Background: an optimization exercise with open tools, aiming at small area, a short achievable clock period and few clock cycles per item. Do not read the settings as production practice. At most, simulation tests tie the RTL to the original design; equivalence was not proved. Power figures rest on the tool's default switching activity, not on a simulated workload.

==> flow/design.v <==
module pixel_frame_statistics_unit #(
    parameter int MAX_WIDTH  = 4096,
    parameter int MAX_HEIGHT = 4096
) (
    input  logic        i_clk,
    input  logic        i_rst_n,
    input  logic        i_cfg_we,
    input  logic [12:0] i_cfg_wdata,
    input  logic        i_pix_valid,
    output logic        o_pix_ready,
    input  logic [24:0] i_pix,
    output logic        o_rpt_valid,
    input  logic        i_rpt_ready,
    output logic [50:0] o_rpt
);
    logic [11:0] r_wm1;
    logic [11:0] r_col, r_row;
    logic [11:0] n_col;
    logic        r_first;               
    logic        r_ready;               
    logic        r_rep;                 
    logic [1:0]  r_kind;
    logic        r_last;                
    logic [23:0] r_bpos, r_dpos;        
    logic [23:0] r_bpix, r_dpix;        
    logic [9:0]  r_bsum, r_dsum;
    logic [23:0] r_max, r_min;          
    logic        p_valid;               
    logic [24:0] p_pix;
    logic [9:0]  p_sum;
    logic        p_wrap;                
    logic        accept, fold, taken;
    logic [9:0]  sum;
    logic        upd_b, upd_d;
    logic [2:0]  upd_max, upd_min;
    assign o_pix_ready = r_ready;
    assign accept      = i_pix_valid && r_ready;
    assign fold        = p_valid;
    assign taken       = r_rep && i_rpt_ready;
    assign o_rpt_valid = r_rep;
    assign o_rpt       = {r_kind, r_bpos, r_bpix, r_last};
    function automatic logic gt_tree(input logic [15:0] a, input logic [15:0] b, input int n);
        logic [15:0] g, e;
        for (int i = 0; i < 16; i++) begin
            g[i] = (i < n) && a[i] && !b[i];
            e[i] = (i >= n) || !(a[i] ^ b[i]);
        end
        for (int d = 1; d < 16; d = d * 2) begin
            for (int i = 0; i + d < 16; i = i + 2 * d) begin
                g[i] = g[i + d] || (e[i + d] && g[i]);
                e[i] = e[i + d] && e[i];
            end
        end
        gt_tree = g[0];
    endfunction
    always_comb begin : b_sum
        logic [7:0] x, y, z;
        logic [8:0] cs, cc;             
        logic [8:0] g, p, gp;
        x  = i_pix[24:17];
        y  = i_pix[16:9];
        z  = i_pix[8:1];
        cs = {1'b0, x ^ y ^ z};
        cc = {(x & y) | (x & z) | (y & z), 1'b0};
        g  = cs & cc;
        p  = cs ^ cc;
        gp = p;
        for (int d = 1; d < 9; d = d * 2) begin
            for (int i = 8; i >= d; i--) begin
                g[i]  = g[i] | (gp[i] & g[i - d]);
                gp[i] = gp[i] & gp[i - d];
            end
        end
        sum[0]   = p[0];
        sum[8:1] = p[8:1] ^ g[7:0];
        sum[9]   = g[8];
    end
    always_comb begin
        n_col = r_col;
        if (fold) begin
            if (p_pix[0] || p_wrap) n_col = '0;
            else                    n_col = r_col + 12'd1;
        end
    end
    always_ff @(posedge i_clk) begin
        p_pix  <= i_pix;
        p_sum  <= sum;
        if (fold && (p_pix[0] || p_wrap)) p_wrap <= r_wm1 == 12'd0;
        else p_wrap <= r_col >= r_wm1 || (fold && r_col + 12'd1 == r_wm1);
        if (!i_rst_n) p_valid <= 1'b0;
        else          p_valid <= accept;
    end
    always_ff @(posedge i_clk) begin
        if (!i_rst_n) begin
            r_wm1 <= 12'd639;
        end else if (i_cfg_we) begin
            if (i_cfg_wdata[12])
                r_wm1 <= 12'd4095;
            else if (i_cfg_wdata[11:0] == 12'd0)
                r_wm1 <= 12'd0;
            else
                r_wm1 <= i_cfg_wdata[11:0] - 12'd1;
        end
    end
    always_ff @(posedge i_clk) begin
        if (!i_rst_n) begin
            r_col   <= '0;
            r_row   <= '0;
            r_first <= 1'b1;
            r_ready <= 1'b1;
            r_rep   <= 1'b0;
            r_kind  <= 2'd0;
            r_last  <= 1'b0;
        end else begin
            r_col <= n_col;
            if (taken) begin
                r_kind <= r_kind + 2'd1;
                r_last <= r_kind == 2'd2;
                if (r_last) begin
                    r_rep   <= 1'b0;
                    r_ready <= 1'b1;
                end
            end
            if (accept && i_pix[0]) r_ready <= 1'b0;
            if (fold) begin
                r_first <= p_pix[0];
                if (p_pix[0]) begin
                    r_row <= '0;
                    r_rep <= 1'b1;
                end else if (p_wrap && r_row != 12'd4095) begin
                    r_row <= r_row + 12'd1;
                end
            end
        end
    end
    assign upd_b = fold && (r_first || gt_tree(16'(p_sum), 16'(r_bsum), 10));
    assign upd_d = fold && (r_first || gt_tree(16'(r_dsum), 16'(p_sum), 10));
    for (genvar i = 0; i < 3; i++) begin : g_ch
        assign upd_max[i] = fold && (r_first || gt_tree(16'(p_pix[8*i+1 +: 8]), 16'(r_max[8*i +: 8]), 8));
        assign upd_min[i] = fold && (r_first || gt_tree(16'(r_min[8*i +: 8]), 16'(p_pix[8*i+1 +: 8]), 8));
    end
    always_ff @(posedge i_clk) begin
        if (r_rep) begin
            if (i_rpt_ready) begin
                r_bpos <= r_dpos;
                r_bpix <= r_dpix;
                r_dpos <= '0;
                r_dpix <= r_max;
                r_max  <= r_min;
            end
        end else begin
            if (upd_b) begin
                r_bpos <= {r_col, r_row};
                r_bpix <= p_pix[24:1];
                r_bsum <= p_sum;
            end
            if (upd_d) begin
                r_dpos <= {r_col, r_row};
                r_dpix <= p_pix[24:1];
                r_dsum <= p_sum;
            end
            for (int i = 0; i < 3; i++) begin
                if (upd_max[i]) r_max[8*i +: 8] <= p_pix[8*i+1 +: 8];
                if (upd_min[i]) r_min[8*i +: 8] <= p_pix[8*i+1 +: 8];
            end
        end
    end
endmodule
export LEC_CHECK = 0
export ABC_AREA = 1
export CAP_MARGIN = 20
export CORE_MARGIN = 2
export CORE_UTILIZATION = 65
export CTS_BUF_LIST = sky130_fd_sc_hd__clkbuf_16
export CTS_CLUSTER_DIAMETER = 80
export CTS_CLUSTER_SIZE = 20
export PLACE_DENSITY = 0.8
export SETUP_SLACK_MARGIN = 2.5
export SLEW_MARGIN = 20
export TNS_END_PERCENT = 10
create_clock -name core_clock -period 4.5 [get_ports {i_clk}]
run.sh (not shown) runs the stock make flow with config.mk's settings and CLKGATE_MAP_FILE= SYNTH_SCRIPT=/design/flow/synth_recipe.tcl, a recipe that flattens the netlist after the stock synthesis.
The first run went through all stages and came out clean.
Then changed:
--- a/flow/config.mk
+++ b/flow/config.mk
@@ -16,3 +16,2 @@
 export SETUP_SLACK_MARGIN = 2.5
 export SLEW_MARGIN = 20
-export TNS_END_PERCENT = 10
Cell area increases by 1.9%.
Area after synthesis stays the same.
Routed wire length went up by 14%.
Setup slack got worse by 75 ps.
Sequential power stays flat.
Total power grows by 3.4%.
Hold slack improved by 8.0 ps.
Then changed:
--- a/flow/config.mk
+++ b/flow/config.mk
@@ -14,4 +14,5 @@
 export CTS_CLUSTER_SIZE = 20
 export PLACE_DENSITY = 0.8
-export SETUP_SLACK_MARGIN = 2.5
+export SETUP_SLACK_MARGIN = 3.0
 export SLEW_MARGIN = 20
+export TNS_END_PERCENT = 10
The changed run finished with timing, DRC and antenna clean; global-route usage came out lower by 1.8 points; sequential cell count does not change; clock power is about the same; core utilization came out lower by 1.1 points; area after synthesis stays the same; power came out lower by a few percent; clock-buffer cell count stays the same.
Then changed:
--- a/flow/config.mk
+++ b/flow/config.mk
@@ -14,5 +14,4 @@
 export CTS_CLUSTER_SIZE = 20
 export PLACE_DENSITY = 0.8
-export SETUP_SLACK_MARGIN = 3.0
+export SETUP_SLACK_MARGIN = 2.0
 export SLEW_MARGIN = 20
-export TNS_END_PERCENT = 10
Die area stays the same.
Via count shrinks by a few percent.
Cell area shrinks by a few percent.
Function was not checked in any run of this note: the RTL went through the layout flow alone.

========
Setup of v27:
Another version of the RTL of pixel_frame_statistics_unit (not shown whole).
Size in the first run: roughly 1200 cells after synthesis, roughly 240 flip-flops, roughly 96 I/O pins, roughly 12000 um^2 of cells after synthesis.
==> flow/config.mk <==
export PLATFORM = sky130hd
export DESIGN_NAME = pixel_frame_statistics_unit
export DESIGN_NICKNAME = pixel_frame_statistics_unit
export VERILOG_FILES = /design/flow/design.v
export SDC_FILE = /design/flow/constraint.sdc
export NUM_CORES = 4
export LEC_CHECK = 0
export ABC_AREA = 1
export CAP_MARGIN = 20
export CORE_MARGIN = 2
export CORE_UTILIZATION = 65
export CTS_BUF_LIST = sky130_fd_sc_hd__clkbuf_16
export CTS_CLUSTER_DIAMETER = 80
export CTS_CLUSTER_SIZE = 20
export PLACE_DENSITY = 0.8
export SETUP_SLACK_MARGIN = 2.0
export SLEW_MARGIN = 20
export TNS_END_PERCENT = 10
==> flow/constraint.sdc <==
create_clock -name core_clock -period 4.5 [get_ports {i_clk}]
set_input_delay 0.9000 -clock core_clock [delete_from_list [all_inputs] [get_ports {i_clk}]]
set_output_delay 0.9000 -clock core_clock [all_outputs]
set_load 0.01 [all_outputs]
standard.sh (not shown) runs the stock make flow with config.mk's settings and CLKGATE_MAP_FILE= SYNTH_SCRIPT=/design/flow/synth_recipe.tcl, a recipe that flattens the netlist after the stock synthesis.
==> flow/flow/run.sh <==
#!/bin/bash
# The standard layout (the standard.sh, standard synthesis unchanged), with
# one change: the port buffers that placement inserts are sky130_fd_sc_hd__buf_2
# cells instead of the delay cells buffer_ports picks by default. Every input and
# output port still gets its own buffer; the resizer may still resize them.
set -euo pipefail
export BUFFER_PORTS_ARGS="-buffer_cell sky130_fd_sc_hd__buf_2"
bash standard.sh finish > standard_make.log 2>&1
Testbench counts of v27, summed over its fixed seeds: cycles 32,511, pixels 31,687.
### v27 -> v36
Settings: swapping 2.0 for 2.75 in SETUP_SLACK_MARGIN; swapping sky130_fd_sc_hd__clkbuf_16 for sky130_fd_sc_hd__clkbuf_8 in CTS_BUF_LIST; swapping 20 for 12 in CTS_CLUSTER_SIZE; swapping 80 for 50 in CTS_CLUSTER_DIAMETER.
### Flow results
v27 -> v36: wire length increased by more than 10%
v36 vs. v27: core utilization went up by 2.7 points.
Critical path data required time essentially unchanged between v27 and v36.
Area of the multi-input gates in v36 is 4.5% higher than in v27
As far as inverter count goes, v36 and v27 are indistinguishable; the numbers are identical.
Measured against v27, the total chip power of v36 comes out at 1.07 times the reference value.
The start point of the critical path comes out i_rpt_ready in one run and r_rep$_SDFF_PN0_ in the other, namely in v36 and v27 respectively.
From v27 to v36 the numbers moved as follows: layout multi-input combinational cell count saw an increase, maximum frequency saw an increase.
Taking v27 as the reference point, the critical path depth of v36 rises by 2.
Detailed route, v36 vs v27: via total higher for v36
The inputs of v43 differ from those of v36 as listed below.
Settings: a change of CORE_UTILIZATION from 65 to 55; a change of PLACE_DENSITY from 0.8 to 0.65; a change of CTS_BUF_LIST from sky130_fd_sc_hd__clkbuf_8 to sky130_fd_sc_hd__clkbuf_16; a change of SETUP_SLACK_MARGIN from 2.75 to 2.5; a change of CTS_CLUSTER_SIZE from 12 to 20; a change of CTS_CLUSTER_DIAMETER from 50 to 80.
Findings:
- v43 — wire length of the first global-routing pass about 3.5% lower, v36 as reference
- From v36 to v43 the numbers moved as follows: via count of the first global-routing pass fell 495, final worst setup slack fell by 0.0052 ns.
- Final instance area of v43 falls short of that of v36 slightly.
- Relative to v36, final RePlAce weighted congestion has gone down in v43.
- Comparing v36 and v43, the lower number of instances in the placed design was measured on v36.
- Diff v36 -> v43: final total power -0.25 mW, buffering overhead ~0 delta, cell area after technology mapping ~0 delta, fraction of final layout cells with drive strength greater than 1 -1.4 points.
- Status: sequential cell area parity (v36, v43)
Modified inputs, v39 compared to v43
Settings: PLACE_DENSITY now 0.7, was 0.65; CORE_UTILIZATION now 60, was 55.
## What came out
From v43 to v39, share of synthesized flip-flops with an asynchronous set or reset did not move at all. Relative to v43, met3 routed wirelength has gone up in v39. The post-DP HPWL on v43 is in line with that on v39. Diff v43 -> v39: cell area saw little to no change, number of design-rule violations left by the first detailed-router iteration saw an increase, power density normalized to cell area saw an increase, post-synthesis instance area saw little to no change. Sort v39 and v43 by number of gates resized after CTS, ascending, and v43 comes first. Status: proportion of cell area occupied by registers parity (v39, v43). For worst slack on hold paths, v39 and v43 come out practically identical.
Input changes introduced in v9 (baseline for comparison: v39):
Settings: PLACE_DENSITY now 0.8, was 0.7; CORE_UTILIZATION now 65, was 60.
## What came out
Going from v39 to v9, placer congestion estimate shows no meaningful change; post-layout instance area shows a reduction of 0.46%.
v9 against v39: worst slew margin relative to its limit up 8.3 points, worst hold margin closely matched the old numbers, sum of routed wire length over all layers went up, minimum setup slack after placement increased 0.12 ns.
Looking at sequential share of layout area, v9 sits 0.25 points higher than v39 does.
Higher total routing usage reported by global routing among v9 and v39: v9
Cell count | v9 below v39

separate check: timing with driven ports:
The flow's constraints put no driver on any port. The routed layouts listed below were extracted and timed again, unchanged, in two steps.
Step 1, drivers: a clkbuf_16 drives i_clk and a buf_2 each remaining input, both assumed.
Step 2 moves the port delays by t, midway between the first and last clock arrival at a register: inputs arrive t later, outputs are due t later. That takes back most of the time a late clock gives input paths.
Slacks: no drivers / after step 1 / after step 2; pairs: no drivers / after step 1.
run	shift t [ns]	slack for setup (ns)	clock arrival spread, ns	slew at the worst register clock pin (ns)	pins driven straight from the clock port
the first run of note 1	0.531	2.121 / 2.114 / 1.602	0.016 / 0.016	0.09 / 0.09	1
the second run of note 1	0.533	2.045 / 2.055 / 1.522	0.025 / 0.026	0.09 / 0.09	1
the third run of note 1	0.526	2.140 / 2.137 / 1.611	0.026 / 0.026	0.09 / 0.09	1
the fourth run of note 1	0.523	2.023 / 2.046 / 1.523	0.022 / 0.022	0.09 / 0.09	1
v27	0.527	2.089 / 2.040 / 1.779	0.018 / 0.018	0.09 / 0.09	1
v36	0.603	2.305 / 2.264 / 1.806	0.027 / 0.027	0.09 / 0.09	1
v43	0.529	2.300 / 2.254 / 1.839	0.017 / 0.016	0.09 / 0.09	1
v39	0.525	2.310 / 2.269 / 1.841	0.013 / 0.014	0.08 / 0.08	1
v9	0.521	2.288 / 2.235 / 1.822	0.012 / 0.012	0.08 / 0.08	1
After both steps every run listed still meets setup and hold. The setup slack of the third run of note 1, which loses most, moves by -0.003 ns with the drivers and by -0.529 ns with both steps.
